From an optimization exercise on the open Yosys and OpenROAD flow, aimed at small area, a short achievable clock period and few clock cycles per item; shortcuts taken in it are not production practice.

## S
==> flow/design.v <==
`default_nettype none
module eigen2x2_fx #(
  parameter int WIDTH = 32,
  parameter int FRAC  = 16
) (
  input  logic             clk,
  input  logic             rst,
  input  logic             start,
  input  logic [WIDTH-1:0] a1,
  input  logic [WIDTH-1:0] a2,
  input  logic [WIDTH-1:0] a3,
  input  logic [WIDTH-1:0] a4,
  output logic             busy,
  output logic             done,
  output logic [WIDTH-1:0] v1,
  output logic [WIDTH-1:0] v2,
  output logic             complex,
  output logic             ovf
);
  localparam int CW = 36;    
  logic busy_q, done_q;
  logic p_diff, p_mul1, p_mul, p_abs, p_sqrt, p_f1, p_f2;
  logic [5:0] cnt_q;
  logic [2:0] jt_q;             
  logic s1_acc, s1_s2;          
  logic b2_one, b2_two, b2_neg;
  logic b3_one, b3_two, b3_neg;
  logic corr_q;                 
  logic [1:0] lo3_q;            
  logic n2_q;                   
  logic pend3_q;                
  logic signed [33:0] acc_q;    
  logic               py_q;     
  logic signed [34:0] x_q;      
  logic signed [35:0] z_q;      
  logic signed [33:0] w_q;      
  logic signed [32:0] s_q;      
  logic               neg_q;
  logic               o1_q;          
  localparam int NK = 5;
  logic [NK-1:0] fit;
  for (genvar i = 0; i < NK; i++) begin : g_fit
    localparam int K = 7 + 2*i;
    wire [34-(2*K-1):0] xs = x_q[34:2*K-1];
    wire [33-(2*K-3):0] ws = w_q[33:2*K-3];
    assign fit[i] = ((&xs) | ~(|xs)) & ((&ws) | ~(|ws));
  end
  logic [2:0] jt_d;
  always_comb begin
    jt_d = 3'(NK);
    for (int i = NK-1; i >= 0; i--)
      if (fit[i]) jt_d = 3'(i);
  end
  function automatic logic [5:0] jof(input logic [2:0] t);
    jof = 6'(7 + 2*int'(t));
  endfunction
  logic [1:0]    pair_n;        
  logic          n2;            
  logic [CW-1:0] in1, in2, in3, csa_s, csa_c, cpa;
  logic [CW-1:0] xe, ze, m2, m3;
  assign pair_n = acc_q[31:30] ^ {2{neg_q}};
  assign n2     = n2_q;
  assign xe = CW'(x_q);
  assign ze = CW'(z_q);
  always_comb begin
    in1 = ({CW{s1_acc}} & CW'(acc_q)) | ({CW{s1_s2}} & CW'($signed({s_q, 1'b0})));
    m2  = ({CW{b2_one}} & xe) | ({CW{b2_two}} & {xe[CW-2:0], 1'b0});
    in2 = m2 ^ {CW{n2}};
    if (p_sqrt) in2[1:0] = 2'b11;
    m3  = ({CW{b3_one}} & {ze[CW-3:0], 2'b00}) | ({CW{b3_two}} & {ze[CW-4:0], 3'b000});
    in3 = m3 ^ {{(CW-2){b3_neg}}, 2'b00};
    in3[1:0] = lo3_q;
    csa_s = in1 ^ in2 ^ in3;
    csa_c = {((in1[CW-2:0] & in2[CW-2:0]) | (in1[CW-2:0] & in3[CW-2:0]) |
              (in2[CW-2:0] & in3[CW-2:0])), pend3_q};
  end
  logic [CW-1:0] pg_g [0:6];
  logic [CW-1:0] pg_p [0:6];
  logic [CW-1:0] hs;
  always_comb begin
    hs = csa_s ^ csa_c;
    pg_g[0] = csa_s & csa_c;
    pg_p[0] = hs;
    for (int l = 0; l < 6; l++) begin
      for (int i = 0; i < CW; i++) begin
        if (i >= (1 << l)) begin
          pg_g[l+1][i] = pg_g[l][i] | (pg_p[l][i] & pg_g[l][i - (1 << l)]);
          pg_p[l+1][i] = pg_p[l][i] & pg_p[l][i - (1 << l)];
        end else begin
          pg_g[l+1][i] = pg_g[l][i];
          pg_p[l+1][i] = pg_p[l][i];
        end
      end
    end
    cpa[0] = hs[0];
    for (int i = 1; i < CW; i++) cpa[i] = hs[i] ^ pg_g[6][i-1];
  end
  logic [33:0] h;
  assign h     = cpa[CW-1:2];
  logic c_d;
  assign c_d = z_q[35] ? (&z_q) : (z_q == 36'(x_q));
  logic [2:0] rem0;
  assign rem0 = {1'b0, pair_n} - 3'd1;
  logic acc_start, mul_end, sq_end;
  logic n_diff, n_mul1, n_mul, n_abs, n_sqrt, n_f1, n_f2;
  assign acc_start = ~busy_q & start;
  assign mul_end   = (cnt_q == jof(jt_q));
  assign sq_end    = (cnt_q == 6'(2*jof(jt_q) + 6'd16));
  assign n_diff    = acc_start;
  assign n_mul1    = p_diff;
  assign n_mul     = p_mul1 | (p_mul & ~mul_end);
  assign n_abs     = p_mul & mul_end;
  assign n_sqrt    = p_abs | (p_sqrt & ~sq_end);
  assign n_f1      = p_sqrt & sq_end;
  assign n_f2      = p_f1;
  always_ff @(posedge clk or posedge rst) begin
    if (rst) begin
      busy_q <= 1'b0; done_q <= 1'b0;
      p_diff <= 1'b0; p_mul1 <= 1'b0; p_mul <= 1'b0; p_abs <= 1'b0;
      p_sqrt <= 1'b0; p_f1 <= 1'b0; p_f2 <= 1'b0;
    end else begin
      busy_q <= acc_start | (busy_q & ~p_f2);
      done_q <= p_f2;
      p_diff <= n_diff; p_mul1 <= n_mul1; p_mul <= n_mul; p_abs <= n_abs;
      p_sqrt <= n_sqrt; p_f1 <= n_f1; p_f2 <= n_f2;
    end
  end
  logic xo, xv;
  assign xo = x_q[{cnt_q[4:0], 1'b1}];
  assign xv = x_q[{cnt_q[4:0], 1'b0}];
  always_ff @(posedge clk) begin
    s1_acc <= n_diff | n_mul1 | n_mul;
    s1_s2  <= n_abs | n_f1 | (n_f2 & ~neg_q);
    b2_one <= 1'b0; b2_two <= 1'b0; b2_neg <= 1'b0;
    b3_one <= 1'b0; b3_two <= 1'b0; b3_neg <= 1'b0;
    corr_q <= 1'b0;
    if (n_diff) begin
      b2_one <= 1'b1; b2_neg <= 1'b1;
    end
    if (n_mul1) begin    
      b2_one <= cpa[0];
      b2_two <= cpa[1] & ~cpa[0];
      b2_neg <= cpa[1];
      b3_one <= w_q[0];
      b3_two <= w_q[1] & ~w_q[0];
      b3_neg <= w_q[1];
    end
    if (n_mul) begin
      b2_one <= xv ^ py_q;
      b2_two <= (xo & ~xv & ~py_q) | (~xo & xv & py_q);
      b2_neg <= xo & ~(xv & py_q);
      b3_one <= w_q[2] ^ w_q[1];
      b3_two <= (w_q[3] & ~w_q[2] & ~w_q[1]) | (~w_q[3] & w_q[2] & w_q[1]);
      b3_neg <= w_q[3] & ~(w_q[2] & w_q[1]);
    end
    if (n_abs) b2_one <= 1'b1;
    if (n_sqrt) begin
      b2_two <= 1'b1; b2_neg <= 1'b1; b3_one <= 1'b1;
    end
    if (n_f1) b2_one <= ~neg_q;
    if (n_f2) begin
      b2_one <= 1'b1; b2_neg <= ~neg_q; corr_q <= neg_q & c_d;
    end
    pend3_q <= b3_neg;
    n2_q <= 1'b0;
    if (n_diff) n2_q <= 1'b1;
    if (n_mul1) n2_q <= cpa[1];
    if (n_mul)  n2_q <= xo & ~(xv & py_q);
    if (n_sqrt) n2_q <= p_abs ? (|pair_n) : ~cpa[CW-1];
    if (n_f2)   n2_q <= ~neg_q;
    lo3_q <= 2'b00;
    if (n_diff) lo3_q <= 2'b01;
    if (n_mul1) lo3_q <= {1'b0, cpa[1]};
    if (n_mul)  lo3_q <= {1'b0, xo & ~(xv & py_q)};
    if (n_sqrt) lo3_q <= acc_q[29:28] ^ {2{neg_q}};
    if (n_f2)   lo3_q <= {neg_q & c_d, ~neg_q};
  end
  always_ff @(posedge clk) begin
    if (!busy_q)               acc_q <= 34'($signed(a1));
    else if (p_diff)           acc_q <= '0;
    else if (p_mul1 | p_mul)   acc_q <= cpa[35:2];
    else                       acc_q <= {acc_q[31:0], w_q[33:32]};
    py_q <= p_diff ? cpa[1] : xo;
    if (!busy_q)               x_q <= 35'($signed(a4));
    else if (p_diff)           x_q <= cpa[34:0];
    else if (p_abs)            x_q <= {33'd0, |pair_n, 1'b0};
    else if (p_sqrt)           x_q <= {x_q[33:1], ~cpa[CW-1], 1'b0};
    if (!busy_q)               z_q <= 36'($signed(a2));
    else if (p_abs)            z_q <= 36'($signed(rem0));
    else if (p_sqrt)           z_q <= cpa;
    else if (p_f2)             z_q <= cpa;
    if (!busy_q)               w_q <= 34'($signed(a3));
    else if (p_mul1 | p_mul)   w_q <= {cpa[1:0], w_q[33:2]};
    else if (p_abs | p_sqrt)   w_q <= {w_q[31:0], 2'b00};
    else if (p_f1)             w_q <= h;
    if (!busy_q)               s_q <= 33'($signed(a4));
    else if (p_abs)            s_q <= cpa[32:0];
    if (p_mul & mul_end)       neg_q <= cpa[CW-1];
    o1_q <= ~((&w_q[33:31]) | ~(|w_q[33:31]));
    if (p_mul1) jt_q <= jt_d;
    cnt_q <= p_diff ? 6'd1 : cnt_q + 6'd1;
  end
  assign busy    = busy_q;
  assign done    = done_q;
  logic o2;
  assign o2      = ~((&z_q[35:33]) | ~(|z_q[35:33]));
  assign v1      = o1_q ? 32'h7fff_ffff : w_q[31:0];
  assign v2      = o2 ? {~neg_q, {31{neg_q}}} : z_q[33:2];
  assign complex = neg_q;
  assign ovf     = o1_q | o2;
endmodule
`default_nettype wire
Settings: LEC_CHECK=0, CAP_MARGIN=20, CORE_MARGIN=2, CORE_UTILIZATION=65, SLEW_MARGIN=20; clock period 10.0 ns.
standard.sh (not shown) runs the stock make flow with config.mk's settings and CLKGATE_MAP_FILE= SYNTH_SCRIPT=/design/flow/synth_recipe.tcl, a recipe that flattens the netlist after the stock synthesis.
==> flow/flow/run.sh <==
#!/bin/bash
set -euo pipefail
bash standard.sh "BUFFER_PORTS_ARGS=-buffer_cell sky130_fd_sc_hd__buf_1" SETUP_SLACK_MARGIN=5.5 finish > standard_flow.log 2>&1
#### Input delta (Q over S)
diff --git a/flow/design.v b/flow/design.v
--- a/flow/design.v
+++ b/flow/design.v
@@ -29,10 +29,11 @@
   logic [1:0] lo3_q;            
   logic n2_q;                   
   logic pend3_q;                
   logic signed [33:0] acc_q;    
   logic               py_q;     
+  logic               zr_q;     
   logic signed [34:0] x_q;      
   logic signed [35:0] z_q;      
   logic signed [33:0] w_q;      
   logic signed [32:0] s_q;      
   logic               neg_q;
@@ -99,15 +100,18 @@
   assign h     = cpa[CW-1:2];
   logic c_d;
   assign c_d = z_q[35] ? (&z_q) : (z_q == 36'(x_q));
   logic [2:0] rem0;
   assign rem0 = {1'b0, pair_n} - 3'd1;
+  logic skip;
+  assign skip = (p_abs | (p_sqrt & zr_q)) & ~(|(acc_q[31:26] ^ {6{neg_q}}));
   logic acc_start, mul_end, sq_end;
   logic n_diff, n_mul1, n_mul, n_abs, n_sqrt, n_f1, n_f2;
   assign acc_start = ~busy_q & start;
   assign mul_end   = (cnt_q == jof(jt_q));
-  assign sq_end    = (cnt_q == 6'(2*jof(jt_q) + 6'd16));
+  assign sq_end    = skip ? (cnt_q >= 6'(2*jof(jt_q) + 6'd14))
+                          : (cnt_q >= 6'(2*jof(jt_q) + 6'd16));
   assign n_diff    = acc_start;
   assign n_mul1    = p_diff;
   assign n_mul     = p_mul1 | (p_mul & ~mul_end);
   assign n_abs     = p_mul & mul_end;
   assign n_sqrt    = p_abs | (p_sqrt & ~sq_end);
@@ -170,17 +174,19 @@
     if (n_f2)   n2_q <= ~neg_q;
     lo3_q <= 2'b00;
     if (n_diff) lo3_q <= 2'b01;
     if (n_mul1) lo3_q <= {1'b0, cpa[1]};
     if (n_mul)  lo3_q <= {1'b0, xo & ~(xv & py_q)};
-    if (n_sqrt) lo3_q <= acc_q[29:28] ^ {2{neg_q}};
+    if (n_sqrt) lo3_q <= (skip ? acc_q[25:24] : acc_q[29:28]) ^ {2{neg_q}};
     if (n_f2)   lo3_q <= {neg_q & c_d, ~neg_q};
   end
   always_ff @(posedge clk) begin
     if (!busy_q)               acc_q <= 34'($signed(a1));
     else if (p_diff)           acc_q <= '0;
-    else if (p_mul1 | p_mul)   acc_q <= cpa[35:2];
+    else if (p_mul1 | p_mul | p_f1) acc_q <= cpa[35:2];
+    else if (p_f2)             acc_q <= acc_q;
+    else if (skip)             acc_q <= {acc_q[27:0], w_q[33:28]};
     else                       acc_q <= {acc_q[31:0], w_q[33:32]};
     py_q <= p_diff ? cpa[1] : xo;
     if (!busy_q)               x_q <= 35'($signed(a4));
     else if (p_diff)           x_q <= cpa[34:0];
     else if (p_abs)            x_q <= {33'd0, |pair_n, 1'b0};
@@ -189,24 +195,25 @@
     else if (p_abs)            z_q <= 36'($signed(rem0));
     else if (p_sqrt)           z_q <= cpa;
     else if (p_f2)             z_q <= cpa;
     if (!busy_q)               w_q <= 34'($signed(a3));
     else if (p_mul1 | p_mul)   w_q <= {cpa[1:0], w_q[33:2]};
+    else if (skip)             w_q <= {w_q[27:0], 6'b00};
     else if (p_abs | p_sqrt)   w_q <= {w_q[31:0], 2'b00};
-    else if (p_f1)             w_q <= h;
     if (!busy_q)               s_q <= 33'($signed(a4));
     else if (p_abs)            s_q <= cpa[32:0];
     if (p_mul & mul_end)       neg_q <= cpa[CW-1];
-    o1_q <= ~((&w_q[33:31]) | ~(|w_q[33:31]));
+    o1_q <= ~((&acc_q[33:31]) | ~(|acc_q[33:31]));
     if (p_mul1) jt_q <= jt_d;
-    cnt_q <= p_diff ? 6'd1 : cnt_q + 6'd1;
+    cnt_q <= p_diff ? 6'd1 : cnt_q + (skip ? 6'd3 : 6'd1);
+    zr_q  <= p_abs ? ~(|pair_n) : (zr_q & cpa[CW-1]);
   end
   assign busy    = busy_q;
   assign done    = done_q;
   logic o2;
   assign o2      = ~((&z_q[35:33]) | ~(|z_q[35:33]));
-  assign v1      = o1_q ? 32'h7fff_ffff : w_q[31:0];
-  assign v2      = o2 ? {~neg_q, {31{neg_q}}} : z_q[33:2];
+  assign v1      = o1_q ? 32'h7fff_ffff : acc_q[31:0];
+  assign v2      = o2 ? {z_q[35], {31{~z_q[35]}}} : z_q[33:2];
   assign complex = neg_q;
   assign ovf     = o1_q | o2;
 endmodule
 `default_nettype wire
### Flow results
As far as count of buffering cells on the critical path with inverters included is concerned, S and Q perform about the same.
Between S and Q, the share of the yosys chip area belonging to registers does not differ in any meaningful way.
Lower sequential cell area in the final layout goes to S over Q.
Taking S as the reference, in Q multi-input gate count increased by 97 relative to the old numbers; global-route met3 utilization +10 points; synthesized instance count went up 107; area growth from synthesis to final layout has decreased.
Re global-route wire length before repair: S and Q aren't equal, and the lower value belongs to S.
On number of vias in the routed layout, S beats Q.
In the reports for S and Q, the larger wire length after detailed routing belongs to Q.
No run of this note included a check of the RTL's function; only the layout flow was run.

---

## run 1
Starts from the design.v that is shown in full above.
export LEC_CHECK = 0
export CAP_MARGIN = 20
export CORE_MARGIN = 2
export CORE_UTILIZATION = 65
export SETUP_SLACK_MARGIN = 5
export SLEW_MARGIN = 20
create_clock -name core_clock -period 10.0 [get_ports {clk}]
==> flow/flow/run.sh <==
#!/bin/bash
set -euo pipefail
bash standard.sh "BUFFER_PORTS_ARGS=-buffer_cell sky130_fd_sc_hd__buf_1" finish > standard_flow.log 2>&1
The following lists how run 2 was set up differently from run 1:
--- a/flow/design.v
+++ b/flow/design.v
@@ -29,10 +29,11 @@
   logic [1:0] lo3_q;            
   logic n2_q;                   
   logic pend3_q;                
   logic signed [33:0] acc_q;    
   logic               py_q;     
+  logic               zr_q;     
   logic signed [34:0] x_q;      
   logic signed [35:0] z_q;      
   logic signed [33:0] w_q;      
   logic signed [32:0] s_q;      
   logic               neg_q;
@@ -99,15 +100,18 @@
   assign h     = cpa[CW-1:2];
   logic c_d;
   assign c_d = z_q[35] ? (&z_q) : (z_q == 36'(x_q));
   logic [2:0] rem0;
   assign rem0 = {1'b0, pair_n} - 3'd1;
+  logic skip;
+  assign skip = (p_abs | (p_sqrt & zr_q)) & ~(|(acc_q[31:26] ^ {6{neg_q}}));
   logic acc_start, mul_end, sq_end;
   logic n_diff, n_mul1, n_mul, n_abs, n_sqrt, n_f1, n_f2;
   assign acc_start = ~busy_q & start;
   assign mul_end   = (cnt_q == jof(jt_q));
-  assign sq_end    = (cnt_q == 6'(2*jof(jt_q) + 6'd16));
+  assign sq_end    = skip ? (cnt_q >= 6'(2*jof(jt_q) + 6'd14))
+                          : (cnt_q >= 6'(2*jof(jt_q) + 6'd16));
   assign n_diff    = acc_start;
   assign n_mul1    = p_diff;
   assign n_mul     = p_mul1 | (p_mul & ~mul_end);
   assign n_abs     = p_mul & mul_end;
   assign n_sqrt    = p_abs | (p_sqrt & ~sq_end);
@@ -170,17 +174,18 @@
     if (n_f2)   n2_q <= ~neg_q;
     lo3_q <= 2'b00;
     if (n_diff) lo3_q <= 2'b01;
     if (n_mul1) lo3_q <= {1'b0, cpa[1]};
     if (n_mul)  lo3_q <= {1'b0, xo & ~(xv & py_q)};
-    if (n_sqrt) lo3_q <= acc_q[29:28] ^ {2{neg_q}};
+    if (n_sqrt) lo3_q <= (skip ? acc_q[25:24] : acc_q[29:28]) ^ {2{neg_q}};
     if (n_f2)   lo3_q <= {neg_q & c_d, ~neg_q};
   end
   always_ff @(posedge clk) begin
     if (!busy_q)               acc_q <= 34'($signed(a1));
     else if (p_diff)           acc_q <= '0;
     else if (p_mul1 | p_mul)   acc_q <= cpa[35:2];
+    else if (skip)             acc_q <= {acc_q[27:0], w_q[33:28]};
     else                       acc_q <= {acc_q[31:0], w_q[33:32]};
     py_q <= p_diff ? cpa[1] : xo;
     if (!busy_q)               x_q <= 35'($signed(a4));
     else if (p_diff)           x_q <= cpa[34:0];
     else if (p_abs)            x_q <= {33'd0, |pair_n, 1'b0};
@@ -189,18 +194,20 @@
     else if (p_abs)            z_q <= 36'($signed(rem0));
     else if (p_sqrt)           z_q <= cpa;
     else if (p_f2)             z_q <= cpa;
     if (!busy_q)               w_q <= 34'($signed(a3));
     else if (p_mul1 | p_mul)   w_q <= {cpa[1:0], w_q[33:2]};
+    else if (skip)             w_q <= {w_q[27:0], 6'b00};
     else if (p_abs | p_sqrt)   w_q <= {w_q[31:0], 2'b00};
     else if (p_f1)             w_q <= h;
     if (!busy_q)               s_q <= 33'($signed(a4));
     else if (p_abs)            s_q <= cpa[32:0];
     if (p_mul & mul_end)       neg_q <= cpa[CW-1];
     o1_q <= ~((&w_q[33:31]) | ~(|w_q[33:31]));
     if (p_mul1) jt_q <= jt_d;
-    cnt_q <= p_diff ? 6'd1 : cnt_q + 6'd1;
+    cnt_q <= p_diff ? 6'd1 : cnt_q + (skip ? 6'd3 : 6'd1);
+    zr_q  <= p_abs ? ~(|pair_n) : (zr_q & cpa[CW-1]);
   end
   assign busy    = busy_q;
   assign done    = done_q;
   logic o2;
   assign o2      = ~((&z_q[35:33]) | ~(|z_q[35:33]));
Notes after the runs:
- Against run 1, worst hold slack in run 2 came out better.
- Looking at leading cell type in the layout, fill and taps excluded, the sky130_fd_sc_hd__buf_1 result is from run 1; the sky130_fd_sc_hd__a21oi_1 one comes from run 2.
- Compared with run 1, in run 2 proportion of layout cells with a drive suffix above 1 down 0.60 points, unique cell type count in the Yosys netlist decreased by 12 relative to the old numbers, sequential fraction of total cell area down 1.3 points, tap cell count picked up an extra about 3.4%, final critical-path share of the clock period has increased.
- Going from run 1 to run 2, number of signal-net buffers in the layout moved up; final instance count without filler cells +199; post-route standard cell area excluding fillers went up 790 sq um; complex-gate fraction of the synthesized area went up.
- From run 1 to run 2 the numbers moved as follows: total number of nets in the final design shows an increase of 9.2%.
No functional check of the RTL was part of any run of this note.

afterwards: timing with drivers on the ports:
How much do the figures lean on ideal ports? The routed layouts below were timed once more, with nothing changed but the port constraints.
Step 1 (the two cells are an assumption about what drives the block):
set clk [get_ports {clk}]
set_driving_cell -lib_cell sky130_fd_sc_hd__clkbuf_16 $clk
set_driving_cell -lib_cell sky130_fd_sc_hd__buf_2 [delete_from_list [all_inputs] $clk]
Step 2 times the ports against the registers' clock, not the clock port: input delays grow and output delays shrink by t, the midpoint of the rising clock arrivals with the driver on.
a / b / c = no drivers / after step 1 / after step 2; a / b = the first two.
run | shift t [ns] | setup slack, ns | hold slack, ns | latest minus earliest clock arrival (ns)
S | 0.583 | 5.557 / 5.557 / 5.557 | 0.424 / 0.424 / 0.424 | 0.017 / 0.017
Q | 0.599 | 5.490 / 5.490 / 5.490 | 0.481 / 0.481 / 0.481 | 0.035 / 0.035
run 1 | 0.578 | 5.201 / 5.151 / 5.221 | 0.421 / 0.421 / 0.421 | 0.020 / 0.020
run 2 | 0.606 | 5.167 / 5.167 / 5.167 | 0.447 / 0.447 / 0.447 | 0.010 / 0.010
After both steps every run listed still meets setup and hold.
